This design comes from an exercise in tuning for small area on the open sky130 flow, not from production work.
At most, simulation tests tie the RTL to the original design; equivalence was not proved.
Power is estimated from default activity; no workload was simulated.

main:
==> flow/design.v <==
package skf_pkg;
    localparam int VALUE_W   = 32;
    localparam int COV_FRAC  = 30;
    localparam int COV_W     = COV_FRAC + 2;
    localparam int REG_W     = COV_W;
    localparam int CFG_IDX_W = 2;
    localparam logic [CFG_IDX_W-1:0] REG_PROCESS_NOISE     = CFG_IDX_W'(0);
    localparam logic [CFG_IDX_W-1:0] REG_MEASUREMENT_NOISE = CFG_IDX_W'(1);
    localparam logic [REG_W-1:0]     Q_RESET   = REG_W'(1073742);
    localparam logic [REG_W-1:0]     R_RESET   = REG_W'(10737418);
    localparam logic [2:0] P_IDLE = 3'b000;   
    localparam logic [2:0] P_PRE  = 3'b001;   
    localparam logic [2:0] P_DIV  = 3'b010;   
    localparam logic [2:0] P_CCPY = 3'b011;   
    localparam logic [2:0] P_EMUL = 3'b100;   
    localparam logic [2:0] P_CMUL = 3'b101;   
    localparam logic [2:0] P_ECPY = 3'b110;   
    localparam logic [4:0] PC_FIRST = 5'b00001;
    localparam logic [4:0] PC_LAST  = 5'b01000;   
endpackage
module skf_sadd (
    input  logic a,
    input  logic b,
    input  logic ci,
    output logic s,
    output logic co
);
    assign s  = a ^ b ^ ci;
    assign co = (a & b) | (ci & (a ^ b));
endmodule
import skf_pkg::*;
module scalar_kalman_filter_unit (
    input  logic                                 i_clk,
    input  logic                                 i_rst_n,
    input  logic                                 i_in_valid,
    output logic                                 o_in_stall,
    input  logic signed [skf_pkg::VALUE_W-1:0]   i_sample,
    output logic                                 o_out_valid,
    input  logic                                 i_out_stall,
    output logic signed [skf_pkg::VALUE_W-1:0]   o_estimate,
    input  logic                                 i_cfg_we,
    input  logic [skf_pkg::CFG_IDX_W-1:0]        i_cfg_index,
    input  logic [skf_pkg::REG_W-1:0]            i_cfg_data
);
    logic [4:0]  r_cyc;         
    logic [4:0]  r_pc;          
    logic [2:0]  r_ph;
    logic        r_out_valid;
    logic [REG_W-1:0]   r_q, r_r;
    logic [VALUE_W-1:0] r_est;
    logic [31:0]        r_cov;   
    logic [31:0]        r_rem;   
    logic [32:0]        r_g;     
    logic [31:0]        r_smp;   
    logic               r_qdef, r_rdef, r_covdef, r_estz;
    logic r_c1, r_c2, r_c3;      
    logic r_d;                   
    logic r_gcap;                
    logic r_seen;                
    logic r_rneg;                
    logic r_satp, r_satd;        
    logic r_rz, r_s1z, r_s1m;    
    logic [REG_W-1:0]   q_reset, r_reset;
    assign q_reset = Q_RESET;
    assign r_reset = R_RESET;
    logic j0, j31;
    logic ph_idle, ph_pre, ph_div, ph_emul, ph_ecpy, ph_cmul, ph_ccpy;
    logic q_bit, r_bit, s_bit, cov_bit, pred_bit, est_bit;
    logic g_bit, m_bit;
    logic gz, gm, div_sign, gbit_w;
    logic a_x, a_y, a_ci, a_s, a_co;
    logic b_x, b_ci, b_s, b_co, den_bit;
    logic sub, acc_bit, m_x, m_y, m_ci, m_s, m_co, m_hi;
    logic mul, est_sh, est_in, cov_in, rem31_in, rem30_in, g30_in, g0_in;
    assign j0  = (r_cyc == 5'd0);
    assign j31 = (r_cyc == 5'd31);
    assign ph_idle = (r_ph == P_IDLE);
    assign ph_pre  = (r_ph == P_PRE);
    assign ph_div  = (r_ph == P_DIV);
    assign ph_emul = (r_ph == P_EMUL);
    assign ph_ecpy = r_ph[2] && r_ph[1];
    assign ph_cmul = (r_ph == P_CMUL);
    assign ph_ccpy = (r_ph == P_CCPY);
    assign mul     = r_ph[2] && !r_ph[1];
    assign q_bit    = r_qdef ? q_reset[r_cyc] : r_q[r_cyc];
    assign r_bit    = r_rdef ? r_reset[r_cyc] : r_r[r_cyc];
    assign s_bit    = i_sample[r_cyc];
    assign cov_bit  = r_covdef ? (r_cyc == 5'd30) : r_cov[0];
    assign pred_bit = r_satp || r_cov[0];
    assign est_bit  = !r_estz && r_est[0];
    assign g_bit = j0 ? r_g[0] : r_gcap;
    assign m_bit = g_bit ^ r_seen;
    assign a_x  = ph_pre ? cov_bit : (g_bit && r_smp[0]);
    assign a_y  = ph_pre ? q_bit : (m_bit && est_bit);
    assign a_ci = !j0 && r_c1;
    skf_sadd u_add_a (.a(a_x), .b(a_y), .ci(a_ci), .s(a_s), .co(a_co));
    assign b_x  = ph_pre ? a_s : pred_bit;
    assign b_ci = !j0 && r_c2;
    skf_sadd u_add_b (.a(b_x), .b(r_bit), .ci(b_ci), .s(b_s), .co(b_co));
    assign den_bit = r_satd || b_s;
    assign sub     = !r_rneg;
    assign acc_bit = (r_pc != PC_FIRST) && r_rem[0];
    assign m_x     = ph_div ? (!j0 && r_d) : acc_bit;
    assign m_y     = ph_div ? (den_bit ^ sub) : (ph_emul ? a_s : (m_bit && pred_bit));
    assign m_ci    = j0 ? (ph_div && sub) : r_c3;
    skf_sadd u_add_m (.a(m_x), .b(m_y), .ci(m_ci), .s(m_s), .co(m_co));
    assign div_sign = r_rem[0] ^ sub ^ m_co;
    assign m_hi     = ph_emul ? (m_x ^ a_x ^ a_y ^ a_co ^ m_co) : m_co;
    assign gz     = r_rz && r_s1z && !r_satp;
    assign gm     = !gz && (r_satp || r_s1m || r_rz);
    assign gbit_w = gm || (!gz && !div_sign);
    assign cov_in   = ph_pre  ? a_s :
                      ph_ccpy ? (r_seen ? r_rem[0] : r_cov[0]) : r_cov[0];
    assign rem31_in = ph_pre ? a_s : ph_div ? m_s : (mul && j31) ? m_hi : r_rem[0];
    assign rem30_in = (mul && !j0) ? m_s : r_rem[31];
    assign g30_in   = r_ph[2] ? r_g[0] : r_g[31];
    assign g0_in    = (ph_div && j31) ? gbit_w : r_g[1];
    assign est_sh   = r_ph[2] && !r_ph[0];
    assign est_in   = ph_ecpy ? (r_seen ? r_rem[0] : (!r_estz && r_est[0])) : r_est[0];
    always_ff @(posedge i_clk) begin
        r_cov <= {cov_in, r_cov[31:1]};
        r_rem <= {rem31_in, rem30_in, r_rem[30:1]};
        r_g   <= {r_g[0], r_g[32], g30_in, r_g[30:2], g0_in};
        r_smp <= {ph_pre ? s_bit : r_smp[0], r_smp[31:1]};
        if (est_sh) r_est <= {est_in, r_est[VALUE_W-1:1]};
        r_c1 <= a_co;
        r_c2 <= b_co;
        r_c3 <= m_co;
        r_d  <= r_rem[0];
        if (j0) r_gcap <= r_g[0];
        if (ph_idle) begin
            r_rz  <= 1'b1;
            r_s1z <= 1'b1;
            r_s1m <= 1'b1;
        end else if (ph_pre) begin
            r_rz  <= r_rz && !r_bit;
            r_s1z <= r_s1z && !a_s;
            r_s1m <= r_s1m && a_s;
        end
        if (ph_pre && j31) begin
            r_satp <= a_co;
            r_satd <= b_co;
        end
        if (ph_pre) r_rneg <= 1'b0;
        else if (ph_div && j31) r_rneg <= div_sign;
        if (j31) begin
            r_seen <= mul && (r_seen || g_bit);
        end
        if (i_cfg_we && i_cfg_index == REG_PROCESS_NOISE) r_q <= i_cfg_data;
        if (i_cfg_we && i_cfg_index == REG_MEASUREMENT_NOISE) r_r <= i_cfg_data;
        if (!i_rst_n) begin
            r_cyc       <= '0;
            r_pc        <= PC_FIRST;
            r_ph        <= P_IDLE;
            r_out_valid <= 1'b0;
            r_qdef      <= 1'b1;
            r_rdef      <= 1'b1;
            r_covdef    <= 1'b1;
            r_estz      <= 1'b1;
        end else begin
            r_cyc <= r_cyc + 5'd1;
            if (i_cfg_we && i_cfg_index == REG_PROCESS_NOISE) r_qdef <= 1'b0;
            if (i_cfg_we && i_cfg_index == REG_MEASUREMENT_NOISE) r_rdef <= 1'b0;
            if (ph_pre && j31) r_covdef <= 1'b0;
            if (ph_ecpy && j31) r_estz <= 1'b0;
            if (ph_ecpy && j31) begin
                r_out_valid <= 1'b1;
            end else if (!i_out_stall) begin
                r_out_valid <= 1'b0;
            end
            if (j31) begin
                r_pc <= ((ph_div || mul) && r_pc != PC_LAST) ? {r_pc[3:0], r_pc[4] ^ r_pc[2]} : PC_FIRST;
                case (r_ph)
                    P_IDLE: if (i_in_valid && (!r_out_valid || !i_out_stall)) r_ph <= P_PRE;
                    P_PRE:  r_ph <= P_DIV;
                    P_DIV:  if (r_pc == PC_LAST) r_ph <= P_EMUL;
                    P_EMUL: if (r_pc == PC_LAST) r_ph <= P_ECPY;
                    P_ECPY: r_ph <= P_CMUL;
                    P_CMUL: if (r_pc == PC_LAST) r_ph <= P_CCPY;
                    default: r_ph <= P_IDLE;
                endcase
            end
        end
    end
    assign o_in_stall  = !(ph_pre && j31);
    assign o_out_valid = r_out_valid;
    assign o_estimate  = r_est;
endmodule
clock: 12.0 ns
lec_check: 0
cap_margin: 20
core_margin: 2
core_utilization: 40
slew_margin: 20
standard.sh (not shown) runs the stock make flow with config.mk's settings and CLKGATE_MAP_FILE= SYNTH_SCRIPT=/design/flow/synth_recipe.tcl, a recipe that flattens the netlist after the stock synthesis.
==> flow/flow/run.sh <==
#!/bin/bash
# Standard ORFS layout, with the smallest buffer on the ports and a clock tree
# of small buffers without dummy loads. Make's output goes to flow.log here;
# each ORFS step keeps its own log under orfs/logs.
set -euo pipefail
bash standard.sh \
  "BUFFER_PORTS_ARGS=-buffer_cell sky130_fd_sc_hd__buf_1" \
  "CTS_ARGS=-sink_clustering_enable -repair_clock_nets -buf_list sky130_fd_sc_hd__clkbuf_8 -sink_clustering_size 20 -sink_clustering_max_diameter 60 -root_buf sky130_fd_sc_hd__clkbuf_4 -tree_buf sky130_fd_sc_hd__clkbuf_4 -dont_use_dummy_load" \
  finish > flow.log 2>&1
### main -> the feature branch
--- a/flow/design.v
+++ b/flow/design.v
@@ -9,13 +9,11 @@
     localparam logic [REG_W-1:0]     Q_RESET   = REG_W'(1073742);
     localparam logic [REG_W-1:0]     R_RESET   = REG_W'(10737418);
-    localparam logic [2:0] P_IDLE = 3'b000;   
-    localparam logic [2:0] P_PRE  = 3'b001;   
-    localparam logic [2:0] P_DIV  = 3'b010;   
-    localparam logic [2:0] P_CCPY = 3'b011;   
-    localparam logic [2:0] P_EMUL = 3'b100;   
-    localparam logic [2:0] P_CMUL = 3'b101;   
-    localparam logic [2:0] P_ECPY = 3'b110;   
-    localparam logic [4:0] PC_FIRST = 5'b00001;
-    localparam logic [4:0] PC_LAST  = 5'b01000;   
+    localparam logic [2:0] P_IDLE = 3'd0;   
+    localparam logic [2:0] P_PRE  = 3'd1;   
+    localparam logic [2:0] P_DIV  = 3'd2;   
+    localparam logic [2:0] P_EMUL = 3'd3;   
+    localparam logic [2:0] P_ECPY = 3'd4;   
+    localparam logic [2:0] P_CMUL = 3'd5;   
+    localparam logic [2:0] P_CCPY = 3'd6;   
 endpackage
 module skf_sadd (
@@ -53,5 +51,6 @@
     logic [32:0]        r_g;     
     logic [31:0]        r_smp;   
-    logic               r_qdef, r_rdef, r_covdef, r_estz;
+    logic               r_qdef, r_rdef;
+    logic               r_fresh;  
     logic r_c1, r_c2, r_c3;      
     logic r_d;                   
@@ -79,14 +78,14 @@
     assign ph_div  = (r_ph == P_DIV);
     assign ph_emul = (r_ph == P_EMUL);
-    assign ph_ecpy = r_ph[2] && r_ph[1];
+    assign ph_ecpy = (r_ph == P_ECPY);
     assign ph_cmul = (r_ph == P_CMUL);
     assign ph_ccpy = (r_ph == P_CCPY);
-    assign mul     = r_ph[2] && !r_ph[1];
+    assign mul     = ph_emul || ph_cmul;
     assign q_bit    = r_qdef ? q_reset[r_cyc] : r_q[r_cyc];
     assign r_bit    = r_rdef ? r_reset[r_cyc] : r_r[r_cyc];
     assign s_bit    = i_sample[r_cyc];
-    assign cov_bit  = r_covdef ? (r_cyc == 5'd30) : r_cov[0];
+    assign cov_bit  = r_fresh ? (r_cyc == 5'd30) : r_cov[0];
     assign pred_bit = r_satp || r_cov[0];
-    assign est_bit  = !r_estz && r_est[0];
+    assign est_bit  = !r_fresh && r_est[0];
     assign g_bit = j0 ? r_g[0] : r_gcap;
     assign m_bit = g_bit ^ r_seen;
@@ -100,5 +99,5 @@
     assign den_bit = r_satd || b_s;
     assign sub     = !r_rneg;
-    assign acc_bit = (r_pc != PC_FIRST) && r_rem[0];
+    assign acc_bit = (r_pc != 5'd0) && r_rem[0];
     assign m_x     = ph_div ? (!j0 && r_d) : acc_bit;
     assign m_y     = ph_div ? (den_bit ^ sub) : (ph_emul ? a_s : (m_bit && pred_bit));
@@ -114,8 +113,8 @@
     assign rem31_in = ph_pre ? a_s : ph_div ? m_s : (mul && j31) ? m_hi : r_rem[0];
     assign rem30_in = (mul && !j0) ? m_s : r_rem[31];
-    assign g30_in   = r_ph[2] ? r_g[0] : r_g[31];
+    assign g30_in   = (mul || ph_ecpy) ? r_g[0] : r_g[31];
     assign g0_in    = (ph_div && j31) ? gbit_w : r_g[1];
-    assign est_sh   = r_ph[2] && !r_ph[0];
-    assign est_in   = ph_ecpy ? (r_seen ? r_rem[0] : (!r_estz && r_est[0])) : r_est[0];
+    assign est_sh   = ph_emul || ph_ecpy;
+    assign est_in   = ph_ecpy ? (r_seen ? r_rem[0] : (!r_fresh && r_est[0])) : r_est[0];
     always_ff @(posedge i_clk) begin
         r_cov <= {cov_in, r_cov[31:1]};
@@ -151,17 +150,15 @@
         if (!i_rst_n) begin
             r_cyc       <= '0;
-            r_pc        <= PC_FIRST;
+            r_pc        <= '0;
             r_ph        <= P_IDLE;
             r_out_valid <= 1'b0;
             r_qdef      <= 1'b1;
             r_rdef      <= 1'b1;
-            r_covdef    <= 1'b1;
-            r_estz      <= 1'b1;
+            r_fresh     <= 1'b1;
         end else begin
             r_cyc <= r_cyc + 5'd1;
             if (i_cfg_we && i_cfg_index == REG_PROCESS_NOISE) r_qdef <= 1'b0;
             if (i_cfg_we && i_cfg_index == REG_MEASUREMENT_NOISE) r_rdef <= 1'b0;
-            if (ph_pre && j31) r_covdef <= 1'b0;
-            if (ph_ecpy && j31) r_estz <= 1'b0;
+            if (ph_ecpy && j31) r_fresh <= 1'b0;
             if (ph_ecpy && j31) begin
                 r_out_valid <= 1'b1;
@@ -170,12 +167,12 @@
             end
             if (j31) begin
-                r_pc <= ((ph_div || mul) && r_pc != PC_LAST) ? {r_pc[3:0], r_pc[4] ^ r_pc[2]} : PC_FIRST;
+                r_pc <= ((ph_div || mul) && r_pc != 5'd29) ? r_pc + 5'd1 : 5'd0;
                 case (r_ph)
                     P_IDLE: if (i_in_valid && (!r_out_valid || !i_out_stall)) r_ph <= P_PRE;
                     P_PRE:  r_ph <= P_DIV;
-                    P_DIV:  if (r_pc == PC_LAST) r_ph <= P_EMUL;
-                    P_EMUL: if (r_pc == PC_LAST) r_ph <= P_ECPY;
+                    P_DIV:  if (r_pc == 5'd29) r_ph <= P_EMUL;
+                    P_EMUL: if (r_pc == 5'd29) r_ph <= P_ECPY;
                     P_ECPY: r_ph <= P_CMUL;
-                    P_CMUL: if (r_pc == PC_LAST) r_ph <= P_CCPY;
+                    P_CMUL: if (r_pc == 5'd29) r_ph <= P_CCPY;
                     default: r_ph <= P_IDLE;
                 endcase
Results
- Changes observed in the feature branch relative to main: placeable core area ~0 delta; post-detailed-placement cell area +about 0.7%; first-pass GRT wire length +5.0%.
- The feature branch against main: final instance area up 0.85%, number of nets in the synthesized netlist went up 15, clock sink count now smaller.
The RTL of the feature branch was laid out without a check of its function.

Another version of the RTL of scalar_kalman_filter_unit (not shown whole).
Size: roughly 520 cells after synthesis, ~110 I/O pins, roughly 8100 µm² of cells after synthesis.
export LEC_CHECK = 0
export CAP_MARGIN = 20
export CORE_MARGIN = 2
export CORE_UTILIZATION = 40
export SLEW_MARGIN = 20
create_clock -name core_clock -period 12.0 [get_ports {i_clk}]
==> flow/flow/run.sh <==
#!/bin/bash
# Standard ORFS layout, with the smallest buffer on the ports and a clock tree
# of small buffers without dummy loads. Make's output goes to flow.log here;
# each ORFS step keeps its own log under orfs/logs.
set -euo pipefail
bash standard.sh \
  "BUFFER_PORTS_ARGS=-buffer_cell sky130_fd_sc_hd__buf_1" \
  "CTS_ARGS=-sink_clustering_enable -repair_clock_nets -buf_list sky130_fd_sc_hd__clkbuf_8 -sink_clustering_size 20 -sink_clustering_max_diameter 60 -dont_use_dummy_load" \
  finish > flow.log 2>&1
Next try:
--- a/flow/design.v
+++ b/flow/design.v
@@ -41,62 +41,62 @@
     input  logic [skf_pkg::REG_W-1:0]            i_cfg_data
 );
     logic [4:0]  r_cyc;         
     logic [4:0]  r_pc;          
     logic [2:0]  r_ph;
     logic        r_out_valid;
     logic [REG_W-1:0]   r_q, r_r;
     logic [VALUE_W-1:0] r_est;
     logic [31:0]        r_cov;   
     logic [31:0]        r_rem;   
     logic [32:0]        r_g;     
-    logic [31:0]        r_smp;   
     logic               r_qdef, r_rdef, r_covdef, r_estz;
     logic r_c1, r_c2, r_c3;      
     logic r_d;                   
     logic r_gcap;                
     logic r_seen;                
     logic r_rneg;                
     logic r_satp, r_satd;        
     logic r_rz, r_s1z, r_s1m;    
     logic [REG_W-1:0]   q_reset, r_reset;
     assign q_reset = Q_RESET;
     assign r_reset = R_RESET;
     logic j0, j31;
     logic ph_idle, ph_pre, ph_div, ph_emul, ph_ecpy, ph_cmul, ph_ccpy;
-    logic q_bit, r_bit, s_bit, cov_bit, pred_bit, est_bit;
+    logic q_bit, r_bit, s_bit, cov_bit, pred_bit, est_bit, smp_bit, take;
     logic g_bit, m_bit;
     logic gz, gm, div_sign, gbit_w;
     logic a_x, a_y, a_ci, a_s, a_co;
     logic b_x, b_ci, b_s, b_co, den_bit;
     logic sub, acc_bit, m_x, m_y, m_ci, m_s, m_co, m_hi;
     logic mul, est_sh, est_in, cov_in, rem31_in, rem30_in, g30_in, g0_in;
     assign j0  = (r_cyc == 5'd0);
     assign j31 = (r_cyc == 5'd31);
     assign ph_idle = (r_ph == P_IDLE);
     assign ph_pre  = (r_ph == P_PRE);
     assign ph_div  = (r_ph == P_DIV);
     assign ph_emul = (r_ph == P_EMUL);
     assign ph_ecpy = (r_ph == P_ECPY);
     assign ph_cmul = (r_ph == P_CMUL);
     assign ph_ccpy = (r_ph == P_CCPY);
     assign mul     = ph_emul || ph_cmul;
     assign q_bit    = r_qdef ? q_reset[r_cyc] : r_q[r_cyc];
     assign r_bit    = r_rdef ? r_reset[r_cyc] : r_r[r_cyc];
     assign s_bit    = i_sample[r_cyc];
     assign cov_bit  = r_covdef ? (r_cyc == 5'd30) : r_cov[0];
     assign pred_bit = r_satp || r_cov[0];
     assign est_bit  = !r_estz && r_est[0];
+    assign smp_bit  = r_estz ? r_est[0] : s_bit;
     assign g_bit = j0 ? r_g[0] : r_gcap;
     assign m_bit = g_bit ^ r_seen;
-    assign a_x  = ph_pre ? cov_bit : (g_bit && r_smp[0]);
+    assign a_x  = ph_pre ? cov_bit : (g_bit && smp_bit);
     assign a_y  = ph_pre ? q_bit : (m_bit && est_bit);
     assign a_ci = !j0 && r_c1;
     skf_sadd u_add_a (.a(a_x), .b(a_y), .ci(a_ci), .s(a_s), .co(a_co));
     assign b_x  = ph_pre ? a_s : pred_bit;
     assign b_ci = !j0 && r_c2;
     skf_sadd u_add_b (.a(b_x), .b(r_bit), .ci(b_ci), .s(b_s), .co(b_co));
     assign den_bit = r_satd || b_s;
     assign sub     = !r_rneg;
     assign acc_bit = (r_pc != 5'd0) && r_rem[0];
     assign m_x     = ph_div ? (!j0 && r_d) : acc_bit;
     assign m_y     = ph_div ? (den_bit ^ sub) : (ph_emul ? a_s : (m_bit && pred_bit));
@@ -105,29 +105,29 @@
     assign div_sign = r_rem[0] ^ sub ^ m_co;
     assign m_hi     = ph_emul ? (m_x ^ a_x ^ a_y ^ a_co ^ m_co) : m_co;
     assign gz     = r_rz && r_s1z && !r_satp;
     assign gm     = !gz && (r_satp || r_s1m || r_rz);
     assign gbit_w = gm || (!gz && !div_sign);
     assign cov_in   = ph_pre  ? a_s :
                       ph_ccpy ? (r_seen ? r_rem[0] : r_cov[0]) : r_cov[0];
     assign rem31_in = ph_pre ? a_s : ph_div ? m_s : (mul && j31) ? m_hi : r_rem[0];
     assign rem30_in = (mul && !j0) ? m_s : r_rem[31];
     assign g30_in   = (mul || ph_ecpy) ? r_g[0] : r_g[31];
     assign g0_in    = (ph_div && j31) ? gbit_w : r_g[1];
-    assign est_sh   = ph_emul || ph_ecpy;
-    assign est_in   = ph_ecpy ? (r_seen ? r_rem[0] : (!r_estz && r_est[0])) : r_est[0];
+    assign est_sh   = ph_emul || ph_ecpy || (ph_pre && r_estz);
+    assign est_in   = ph_pre  ? s_bit :
+                      ph_ecpy ? (r_seen ? r_rem[0] : (!r_estz && r_est[0])) : r_est[0];
     always_ff @(posedge i_clk) begin
         r_cov <= {cov_in, r_cov[31:1]};
         r_rem <= {rem31_in, rem30_in, r_rem[30:1]};
         r_g   <= {r_g[0], r_g[32], g30_in, r_g[30:2], g0_in};
-        r_smp <= {ph_pre ? s_bit : r_smp[0], r_smp[31:1]};
         if (est_sh) r_est <= {est_in, r_est[VALUE_W-1:1]};
         r_c1 <= a_co;
         r_c2 <= b_co;
         r_c3 <= m_co;
         r_d  <= r_rem[0];
         if (j0) r_gcap <= r_g[0];
         if (ph_idle) begin
             r_rz  <= 1'b1;
             r_s1z <= 1'b1;
             r_s1m <= 1'b1;
         end else if (ph_pre) begin
@@ -172,15 +172,16 @@
                     P_IDLE: if (i_in_valid && (!r_out_valid || !i_out_stall)) r_ph <= P_PRE;
                     P_PRE:  r_ph <= P_DIV;
                     P_DIV:  if (r_pc == 5'd29) r_ph <= P_EMUL;
                     P_EMUL: if (r_pc == 5'd29) r_ph <= P_ECPY;
                     P_ECPY: r_ph <= P_CMUL;
                     P_CMUL: if (r_pc == 5'd29) r_ph <= P_CCPY;
                     default: r_ph <= P_IDLE;
                 endcase
             end
         end
     end
-    assign o_in_stall  = !(ph_pre && j31);
+    assign take        = r_estz ? ph_pre : (ph_emul && r_pc == 5'd29);
+    assign o_in_stall  = !(take && j31);
     assign o_out_valid = r_out_valid;
     assign o_estimate  = r_est;
 endmodule
The changed run went through all stages and came out clean.
Cell area came out lower by about 6%.
Via count came out higher by 1.8%.
Combinational power came out higher by about 5%.
Synthesized cell count came out lower by about 0.6%.
Sequential power came out lower by 12%.

==> what the ideal ports hide <==
How much do the figures lean on ideal ports? The routed layouts below were timed once more, with nothing changed but the port constraints. Step 1 assumes that a clkbuf_16 drives the clock port and a buf_2 every other input. Step 2 adds t to the input delays and takes it off the output delays; t is the mean of the earliest and latest rising clock arrival at the registers after step 1. Input paths then give back, and output paths get back, about the clock's delay inside the block. Slacks: ideal ports / drivers / drivers and shift; pairs: ideal ports / drivers.
run	shift t [ns]	slack for setup (ns)	pins driven straight from the clock port
main	0.614	6.363 / 6.363 / 6.363	1
the feature branch	0.640	5.566 / 5.566 / 5.566	1
the first run of note 2	0.540	6.063 / 6.063 / 6.063	1
the second run of note 2	0.532	5.758 / 5.772 / 5.240	1
After both steps setup and hold are still met in every run listed. The setup slack of the second run of note 2, which loses most, moves by +0.014 ns with the drivers and by -0.518 ns with both steps.
